This design comes from an exercise in tuning for small area, a short achievable clock period and few clock cycles on the open sky130 flow, not from production work. At most, simulation tests tie the RTL to the original design; equivalence was not proved.

==> flow/design.v (excerpt) <==
module mat_vec_sequencer #(
    parameter int FRAC_BITS = 16,
    parameter int DIM_W     = 8
) (
    input  logic             clk,
    input  logic             reset,
    input  logic             start,
    input  logic [DIM_W-1:0] m_dim,
    input  logic [DIM_W-1:0] n_dim,
    input  logic             transpose,
    output logic             mat_read,
    output logic [DIM_W-1:0] mat_m_addr,
    output logic [DIM_W-1:0] mat_n_addr,
    output logic             mat_tr,
    input  logic [31:0]      mat_data,
    output logic [DIM_W-1:0] vec_addr,
    input  logic [31:0]      vec_data,
    output logic             y_valid,
    input  logic             y_ready,
    output logic [DIM_W-1:0] y_addr,
    output logic [31:0]      y_data,
    output logic             busy,
    output logic             done
);
Size: ~300 flip-flops, ~150 I/O pins, about 28000 um2 of cells after synthesis.
export LEC_CHECK = 0
export ABC_AREA = 1
export CAP_MARGIN = 20
export CORE_MARGIN = 2
export CORE_UTILIZATION = 40
export SLEW_MARGIN = 20
export TNS_END_PERCENT = 0
create_clock -name core_clock -period 12.0 [get_ports {clk}]
standard.sh (not shown) runs the stock make flow with config.mk's settings and CLKGATE_MAP_FILE= SYNTH_SCRIPT=/design/flow/synth_recipe.tcl, a recipe that flattens the netlist after the stock synthesis.
==> flow/flow/run.sh <==
#!/bin/bash
# The standard layout (standard.sh) with these changes:
# - Yosys's generic abc pass before full-adder extraction is skipped (-noabc), so extract_fa
#   sees the adder trees as written and does not put inverters between full adders;
# - port buffers are buf_2 rather than the delay buffer buffer_ports picks by itself;
# - clock tree: larger sink clusters and no dummy loads.
# Registers are untouched by all of them.
bash standard.sh SYNTH_ARGS=-noabc SETUP_SLACK_MARGIN=${MARGIN:-8.8} \
  "BUFFER_PORTS_ARGS=-buffer_cell sky130_fd_sc_hd__buf_2" \
  "CTS_ARGS=-sink_clustering_enable -repair_clock_nets -dont_use_dummy_load -sink_clustering_size 24 -sink_clustering_max_diameter 120" \
  finish > standard.log 2>&1
Testbench counts at the start, summed over its fixed seeds: cycles 39,365.
==> next run, changes <==
--- a/flow/design.v
+++ b/flow/design.v
@@ -101,15 +101,15 @@
         else if (xfer) ya <= ya_inc;
     end
     logic [31:0] an_r, acc;
     logic [15:0] bon, btn, bn;
     logic [32:0] vb;
     assign vb = {vec_data, 1'b0};
     logic [107:0] hb;
-    logic [15:0] lb;
+    logic [7:0] lb;
     logic        ck;
     logic [32:0] aen;
     assign aen = {an_r[31], an_r};
     logic [32:0] pp0;
     logic [32:0] pp1;
     logic [32:0] pp2;
     logic [32:0] pp3;
@@ -883,17 +883,17 @@
     wire bc740 = (bc720 & bc722) | (bc720 & bc724) | (bc722 & bc724);
     wire bs741 = bs733 ^ bs735 ^ bs737;
     wire bc742 = (bs733 & bs735) | (bs733 & bs737) | (bs735 & bs737);
     wire bs743 = bc726 ^ bc728 ^ bs739;
     wire bc744 = (bc726 & bc728) | (bc726 & bs739) | (bc728 & bs739);
     wire bs745 = bs741 ^ bc730 ^ bs743;
     wire bc746 = (bs741 & bc730) | (bs741 & bs743) | (bc730 & bs743);
-    logic [8:0] lsum;
-    assign lsum = {1'b0, {bs21, bs15, bs9, bs5, bc2, pp1[0], pp0[1], pp0[0]}} + {1'b0, {bs23, bs17, bs11, bs7, bs3, bs1, 1'b0, bn[0]}};
-    wire ck_n = lsum[8];
+    logic [12:0] lsum;
+    assign lsum = {1'b0, {bc50, bs47, bs37, bc24, bs21, bs15, bs9, bs5, bc2, pp1[0], pp0[1], pp0[0]}} + {1'b0, {bs59, bs49, bs39, bs31, bs23, bs17, bs11, bs7, bs3, bs1, 1'b0, bn[0]}};
+    wire ck_n = lsum[12];
     logic [107:0] hb_n;
     assign hb_n[0] = bs123;
     assign hb_n[1] = bs125;
     assign hb_n[2] = bc110;
     assign hb_n[3] = bc112;
     assign hb_n[4] = bc126;
     assign hb_n[5] = bs139;
@@ -995,36 +995,28 @@
     assign hb_n[101] = bc704;
     assign hb_n[102] = bc702;
     assign hb_n[103] = bs717;
     assign hb_n[104] = bc718;
     assign hb_n[105] = bs731;
     assign hb_n[106] = bc732;
     assign hb_n[107] = bs745;
-    logic [15:0] lb_n;
-    assign lb_n[0] = bc24;
-    assign lb_n[1] = bs31;
-    assign lb_n[2] = bs37;
-    assign lb_n[3] = bs39;
-    assign lb_n[4] = bs47;
-    assign lb_n[5] = bs49;
-    assign lb_n[6] = bc50;
-    assign lb_n[7] = bs59;
-    assign lb_n[8] = bc60;
-    assign lb_n[9] = bs71;
-    assign lb_n[10] = bs81;
-    assign lb_n[11] = bs83;
-    assign lb_n[12] = bc84;
-    assign lb_n[13] = bs97;
-    assign lb_n[14] = bc98;
-    assign lb_n[15] = bs111;
+    logic [7:0] lb_n;
+    assign lb_n[0] = bc60;
+    assign lb_n[1] = bs71;
+    assign lb_n[2] = bs81;
+    assign lb_n[3] = bs83;
+    assign lb_n[4] = bc84;
+    assign lb_n[5] = bs97;
+    assign lb_n[6] = bc98;
+    assign lb_n[7] = bs111;
     logic [31:0] acc_in;
     assign acc_in = acc & {32{nfB}};
-    logic [9:0] csum;
-    assign csum = {1'b0, {lb[14], lb[12], lb[10], lb[8], lb[6], lb[4], lb[2], lb[0]}, 1'b1} + {1'b0, {lb[15], lb[13], lb[11], lb[9], lb[7], lb[5], lb[3], lb[1]}, ck};
-    wire c16 = csum[9];
+    logic [5:0] csum;
+    assign csum = {1'b0, {lb[6], lb[4], lb[2], lb[0]}, 1'b1} + {1'b0, {lb[7], lb[5], lb[3], lb[1]}, ck};
+    wire c16 = csum[5];
     wire ms747 = hb[0] ^ hb[1] ^ hb[2];
     wire mc748 = (hb[0] & hb[1]) | (hb[0] & hb[2]) | (hb[1] & hb[2]);
     wire ms749 = hb[3] ^ acc_in[0] ^ ms747;
     wire mc750 = (hb[3] & acc_in[0]) | (hb[3] & ms747) | (acc_in[0] & ms747);
     wire ms751 = hb[4] ^ hb[5] ^ acc_in[1];
     wire mc752 = (hb[4] & hb[5]) | (hb[4] & acc_in[1]) | (hb[5] & acc_in[1]);
     wire ms753 = mc748 ^ ms751;
Setup slack got worse by 0.027 ns.
Non-clock buffer count went up by 16.
Final cell count went up slightly.
Utilization went up by 0.82 points.
Routed wire length went up by a few percent.
Cell area went up slightly.
The RTL of the second run of this note was laid out without a check of its function.

[re-timing with driven ports]
The flow's constraints put no driver on any port. The routed layouts listed below were extracted and timed again, unchanged, in two steps.
Step 1 assumes that a clkbuf_16 drives the clock port and a buf_2 every other input.
Step 2 adds t to the input delays and takes it off the output delays; t is the mean of the earliest and latest rising clock arrival at the registers after step 1. Input paths then give back, and output paths get back, about the clock's delay inside the block.
Slacks: ideal ports / drivers / drivers and shift; pairs: ideal ports / drivers.
| run | shift t [ns] | setup WS [ns] | worst hold slack (ns) | pins driven straight from the clock port |
|---|---|---|---|---|
| the first run | 0.591 | 8.417 / 8.352 / 8.017 | 0.319 / 0.319 / 0.319 | 1 |
| the second run | 0.605 | 8.390 / 8.323 / 8.050 | 0.334 / 0.334 / 0.334 | 1 |
After both steps every run listed still meets setup and hold. The setup slack of the first run, which loses most, moves by -0.065 ns with the drivers and by -0.400 ns with both steps.
